From an optimization exercise on the open Yosys and OpenROAD flow, aimed at small area; shortcuts taken in it are not production practice. The RTL was checked by simulation tests, not by an equivalence proof against the original design. Power and IR drop assume default switching activity.

==> flow/design.v <==
`timescale 1ns/10ps
`default_nettype none
package bitstream_pkg;
    typedef logic [32-1:0] code_word_t;
    typedef logic [6-1:0] bit_count_t;
    typedef logic [5-1:0] fill_t;
endpackage
`default_nettype wire
`timescale 1ns/10ps
`default_nettype none
package component_pkg;
    typedef enum logic [1:0] {
        COMP_Y  = 2'd0,
        COMP_CB = 2'd1,
        COMP_CR = 2'd2
    } component_e;
    function automatic component_e next_component(input component_e comp);
        case (comp)
            component_pkg::COMP_Y:  next_component = component_pkg::COMP_CB;
            component_pkg::COMP_CB: next_component = component_pkg::COMP_CR;
            default:                next_component = component_pkg::COMP_Y;
        endcase
    endfunction
endpackage
`default_nettype wire
`timescale 1ns/10ps
`default_nettype none
module jpeg_stream_packer (
    input  wire                              clk,
    input  wire                              rst,
    input  wire                              seg_valid,
    input  wire component_pkg::component_e   seg_component,
    input  wire bitstream_pkg::code_word_t   seg_data,
    input  wire bitstream_pkg::bit_count_t   seg_length,
    input  wire                              seg_eob,
    output bitstream_pkg::code_word_t        word,
    output logic                             word_valid,
    output bitstream_pkg::fill_t             fill_count
);
    localparam int SLOTS = 32;
    localparam int AW    = 5;
    localparam int PW    = 34;    
    logic [4:0]    kpos;          
    logic [32:0]   enc;
    logic [PW-1:0] in_pay;
    assign kpos = 5'(~seg_length[4:0] + 5'd1);
    always_comb begin
        enc[0] = (kpos == 5'd0);
        for (int j = 1; j <= 32; j++) begin
            enc[j] = (j > kpos) ? seg_data[j-1] : (j == kpos);
        end
    end
    assign in_pay = {seg_eob, enc};
    logic [PW-1:0]    pay [SLOTS];
    logic [AW-1:0]    nxt [SLOTS];
    logic [SLOTS-1:0] freev;
    logic [AW-1:0]    head [3];
    logic [AW-1:0]    tail [3];
    logic [2:0]       ne;         
    logic [1:0]       cur;        
    logic             rv;
    logic [PW-1:0]    r;
    logic [31:0]      acc;
    logic [4:0]       fill;
    logic [1:0]       cur_succ, c, rc;
    logic             adv, wv, bypass, pop, last, wr, c_ne_after, c_is_curn;
    logic             ne_c;
    logic [AW-1:0]    h, tail_curn, tail_c, ff, f;
    logic [SLOTS-1:0] sel_cur, sel_succ, sel, ffoh, wsel;
    always_comb begin
        case (cur)
            2'd0:    cur_succ = 2'd1;
            2'd1:    cur_succ = 2'd2;
            default: cur_succ = 2'd0;
        endcase
    end
    assign adv = rv && r[PW-1];
    always_comb begin
        for (int i = 0; i < SLOTS; i++) begin
            sel_cur[i]  = (head[0] == AW'(i));
            sel_succ[i] = (head[1] == AW'(i));
        end
    end
    assign sel       = adv ? sel_succ : sel_cur;
    assign h         = adv ? head[1] : head[0];
    assign tail_curn = adv ? tail[1] : tail[0];
    assign pop       = adv ? ne[1] : ne[0];
    assign last      = (h == tail_curn);
    assign c = seg_component;
    always_comb begin
        case ({cur, c})
            {2'd0, 2'd1}, {2'd1, 2'd2}, {2'd2, 2'd0}: rc = 2'd1;
            {2'd0, 2'd2}, {2'd1, 2'd0}, {2'd2, 2'd1}: rc = 2'd2;
            default:                                  rc = 2'd0;
        endcase
    end
    assign wv        = seg_valid && (c != 2'd3);
    assign c_is_curn = adv ? (rc == 2'd1) : (rc == 2'd0);
    assign bypass    = wv && c_is_curn && !pop;
    assign wr        = wv && !bypass;
    always_comb begin
        case (rc)
            2'd1:    begin tail_c = tail[1]; ne_c = ne[1]; end
            2'd2:    begin tail_c = tail[2]; ne_c = ne[2]; end
            default: begin tail_c = tail[0]; ne_c = ne[0]; end
        endcase
    end
    assign c_ne_after = ne_c && !(pop && c_is_curn && last);
    logic [PW-1:0] rd_pay;
    logic [AW-1:0] rd_nxt;
    always_comb begin
        rd_pay = '0;
        rd_nxt = '0;
        for (int i = 0; i < SLOTS; i++) begin
            rd_pay = rd_pay | (pay[i] & {PW{sel[i]}});
            rd_nxt = rd_nxt | (nxt[i] & {AW{sel[i]}});
        end
    end
    always_comb begin
        ff = '0;
        for (int i = SLOTS - 1; i >= 0; i--) begin
            if (freev[i]) ff = AW'(i);
        end
    end
    assign ffoh = freev & ~(freev - 1'b1);
    assign f    = pop ? h : ff;
    assign wsel = pop ? sel : ffoh;
    logic [AW-1:0] head_u [3];
    logic [AW-1:0] tail_u [3];
    logic [2:0]    ne_u;
    always_comb begin
        for (int k = 0; k < 3; k++) begin
            head_u[k] = head[k];
            tail_u[k] = tail[k];
            ne_u[k]   = ne[k];
            if (pop && ((k == 1) == adv) && (k != 2)) begin
                if (last) ne_u[k]   = 1'b0;
                else      head_u[k] = rd_nxt;
            end
            if (wr && (rc == 2'(k))) begin
                if (!c_ne_after) begin
                    head_u[k] = f;
                    ne_u[k]   = 1'b1;
                end
                tail_u[k] = f;
            end
        end
    end
    always_ff @(posedge clk) begin
        for (int k = 0; k < 3; k++) begin
            head[k] <= adv ? head_u[(k + 1) % 3] : head_u[k];
            tail[k] <= adv ? tail_u[(k + 1) % 3] : tail_u[k];
        end
    end
    always_ff @(posedge clk) begin
        if (rst) begin
            cur   <= 2'd0;
            rv    <= 1'b0;
            ne    <= '0;
            freev <= '1;
        end else begin
            if (adv) cur <= cur_succ;
            rv <= pop || bypass;
            ne <= adv ? {ne_u[0], ne_u[2], ne_u[1]} : ne_u;
            if (wr && !pop) freev <= freev & ~ffoh;
            if (pop && !wr) freev <= freev | sel;
        end
    end
    always_ff @(posedge clk) begin
        for (int i = 0; i < SLOTS; i++) begin
            if (wr && wsel[i]) pay[i] <= in_pay;
        end
        if (wr && c_ne_after) nxt[tail_c] <= f;
        r <= pop ? rd_pay : in_pay;
    end
    logic [4:0]  tz;              
    logic        wrap;
    logic [31:0] rdat, rot, m;
    always_comb begin
        tz = '0;
        for (int i = 31; i >= 0; i--) begin
            if (r[i]) tz = 5'(i);
        end
    end
    assign rdat = r[32:1];
    assign rot  = 32'({rdat, rdat} >> fill);
    assign m    = 32'hffff_ffff >> fill;
    assign wrap = (fill >= tz);
    logic [31:0] merged;
    always_comb begin
        for (int i = 0; i < 32; i++) merged[i] = m[i] ? rot[i] : acc[i];
    end
    always_ff @(posedge clk) begin
        word       <= merged;
        word_valid <= !rst && rv && wrap;
    end
    assign fill_count = fill;
    always_ff @(posedge clk) begin
        if (rst) begin
            fill <= '0;
        end else if (rv) begin
            fill <= fill - tz;
        end
    end
    always_ff @(posedge clk) begin
        for (int i = 0; i < 32; i++) begin
            if (rv && (wrap || m[i])) acc[i] <= rot[i];
        end
    end
endmodule
`default_nettype wire
export LEC_CHECK = 0
export CAP_MARGIN = 0
export CORE_MARGIN = 2
export CORE_UTILIZATION = 60
export CTS_CLUSTER_DIAMETER = 120
export CTS_CLUSTER_SIZE = 24
export SLEW_MARGIN = 0
create_clock -name core_clock -period 4.5 [get_ports {clk}]
run.sh (not shown) runs the stock make flow with config.mk's settings and CLKGATE_MAP_FILE= SYNTH_SCRIPT=/design/flow/synth_recipe.tcl, a recipe that flattens the netlist after the stock synthesis.
Rerun with:
Settings changed: CAP_MARGIN 0 to 10, CORE_UTILIZATION 60 to 68, SLEW_MARGIN 0 to 10.
=>
- wire length falls slightly
- clock skew rises by 0.0068 ns
- die area decreases by roughly a tenth
- design area drops slightly
Rerun with:
Settings changed: CORE_UTILIZATION 68 to 60, CTS_CLUSTER_DIAMETER 120 to 110, CTS_CLUSTER_SIZE 24 to 28.
=>
- total power drops by 1.2%
- setup slack is worse by 0.035 ns
- area after synthesis is unchanged
- cell count is higher by 3.7%
- routed wire length is about the same
- core utilization went down by 8.5 points
- count of clock-buffer cells in the layout climbs by 8
- global-route usage went down by 4.8 points
- clock power went down by 7.6%
- worst hold slack gets worse by 0.013 ns
- combinational power goes up by about 2%
Rerun with:
Settings changed: CTS_CLUSTER_DIAMETER 110 to 120, CTS_CLUSTER_SIZE 28 to 24.
Result: Final area climbs by about 0.46%. Die area stays the same. Total power came out higher by 1.9%. Global-route usage increases by 0.14 points.

========
== run 1 ==
Another version of the RTL of jpeg_stream_packer (not shown whole).
Size in the first run: ~3900 cells after synthesis, ~82 I/O pins, roughly 56000 um2 of cells after synthesis.
clock: 4.5 ns
lec_check: 0
cap_margin: 10
core_margin: 2
core_utilization: 60
cts_cluster_diameter: 100
cts_cluster_size: 32
slew_margin: 10
#### Input delta (run 2 over run 1)
- putting GPL_TIMING_DRIVEN at 0 where nothing was set
- swapping 100 for 110 in CTS_CLUSTER_DIAMETER
- swapping 32 for 28 in CTS_CLUSTER_SIZE
Results
From run 1 to run 2 the numbers moved as follows: biggest fanout along the worst timing path dropped 25, sequential cell count closely matched the old numbers, area fraction of clock buffers and clock inverters was more or less identical. A first element of the critical path of r[26] is what run 1 shows, while head[0][1] belongs to run 2. Comparing run 2 and run 1, the higher part of the power in combinational logic is on run 2. Per the comparison of run 2 with run 1, fmax shrank by 29 MHz; antenna diode instance count higher; number of buffers added for setup after CTS grew by 4; least setup slack across all paths after layout fell by 0.56 ns; placed instance area went up. No crash in run 2: every stage finished, but the layout fails its final checks due to capacitance limit, slew limit, setup timing. In summary, run 1 completed successfully, with a layout that passed the timing, DRC and antenna checks.
For run 3, these inputs were changed with respect to run 2:
- a change of CTS_CLUSTER_DIAMETER from 110 to 120
- a change of CTS_CLUSTER_SIZE from 28 to 24
- a deleted GPL_TIMING_DRIVEN that had been 0
Findings:
- The final layout from run 3, which completed every stage, passed the timing, DRC and antenna checks at the end of the flow.
- Run 3 vs run 2, cell with the largest stage delay on the worst path: dfxtp_1 vs clkbuf_2
- Net total in the final layout of run 3 falls short of that of run 2 by a few percent.
- Final setup violation count ended up 169 lower on run 3 than on run 2.
- Met3 capacity usage during global routing in run 3 vs run 2: down 9.9 points
- | met3 routed wirelength | lower: run 3 |
- Run 3 vs run 2, count of buffer and inverter cells on the critical path went down by 3.
- When the final numbers for run 3 and run 2 were put side by side, the count of H-tree levels built during CTS turned out to be smaller in run 2.
- Going from run 2 to run 3, shortest period the worst path allows went down 0.52 ns; switching part of the total power went down 2.8 points; combinational cell fraction of total power went down 2.9 points.
Changes in run 4 relative to run 3:
- changing CTS_CLUSTER_SIZE from 24 to 28
- changing CTS_CLUSTER_DIAMETER from 120 to 110
[summary]
The run with more setup slack is run 4; run 3 has less. Diff run 3 -> run 4: internal power now smaller; share of final-layout standard cells stronger than drive strength 1 went down by 0.24 points; met1 usage in global routing down 0.53 points; finished layout cell area lower; leakage power fell by 0.15 nW. Post-route clock period utilization: run 4 < run 3.

-- re-timing with driven ports --
The results above use ideal ports. As a check the final layouts listed here were re-extracted and re-timed, cells and wires unchanged.
Step 1 (the two cells are an assumption about what drives the block):
set clk [get_ports {clk}]
set_driving_cell -lib_cell sky130_fd_sc_hd__clkbuf_16 $clk
set_driving_cell -lib_cell sky130_fd_sc_hd__buf_2 [delete_from_list [all_inputs] $clk]
Step 2 adds t to the input delays and takes it off the output delays; t is the mean of the earliest and latest rising clock arrival at the registers after step 1. Input paths then give back, and output paths get back, about the clock's delay inside the block.
Three values: ideal, step 1, step 2; two values: the first two.
run | t, ns | setup slack, ns | worst register clock-pin slew, ns | worst slew at a driven data input, ns
the first run of note 1 | 0.756 | 0.091 / 0.091 / -0.211 | 0.11 / 0.11 | 0.10
the second run of note 1 | 0.728 | 0.095 / 0.095 / -0.192 | 0.11 / 0.11 | 0.23
the third run of note 1 | 0.816 | 0.060 / 0.060 / -0.226 | 0.11 / 0.11 | 0.09
the fourth run of note 1 | 0.756 | 0.091 / 0.091 / -0.211 | 0.11 / 0.11 | 0.10
run 1 | 0.790 | 0.348 / 0.348 / 0.098 | 0.12 / 0.12 | 0.17
run 2 | 0.806 | -0.210 / -0.210 / -0.655 | 0.12 / 0.12 | 0.04
run 3 | 0.769 | 0.306 / 0.306 / 0.093 | 0.11 / 0.11 | 0.15
run 4 | 0.790 | 0.350 / 0.350 / 0.122 | 0.11 / 0.11 | 0.17
Met with ideal ports but missed after step 2: setup timing in the first run of note 1, the second run of note 1, the third run of note 1 and the fourth run of note 1. For run 2, which loses most, drivers alone change the setup slack by 0.000 ns; drivers and shift together by -0.445 ns.
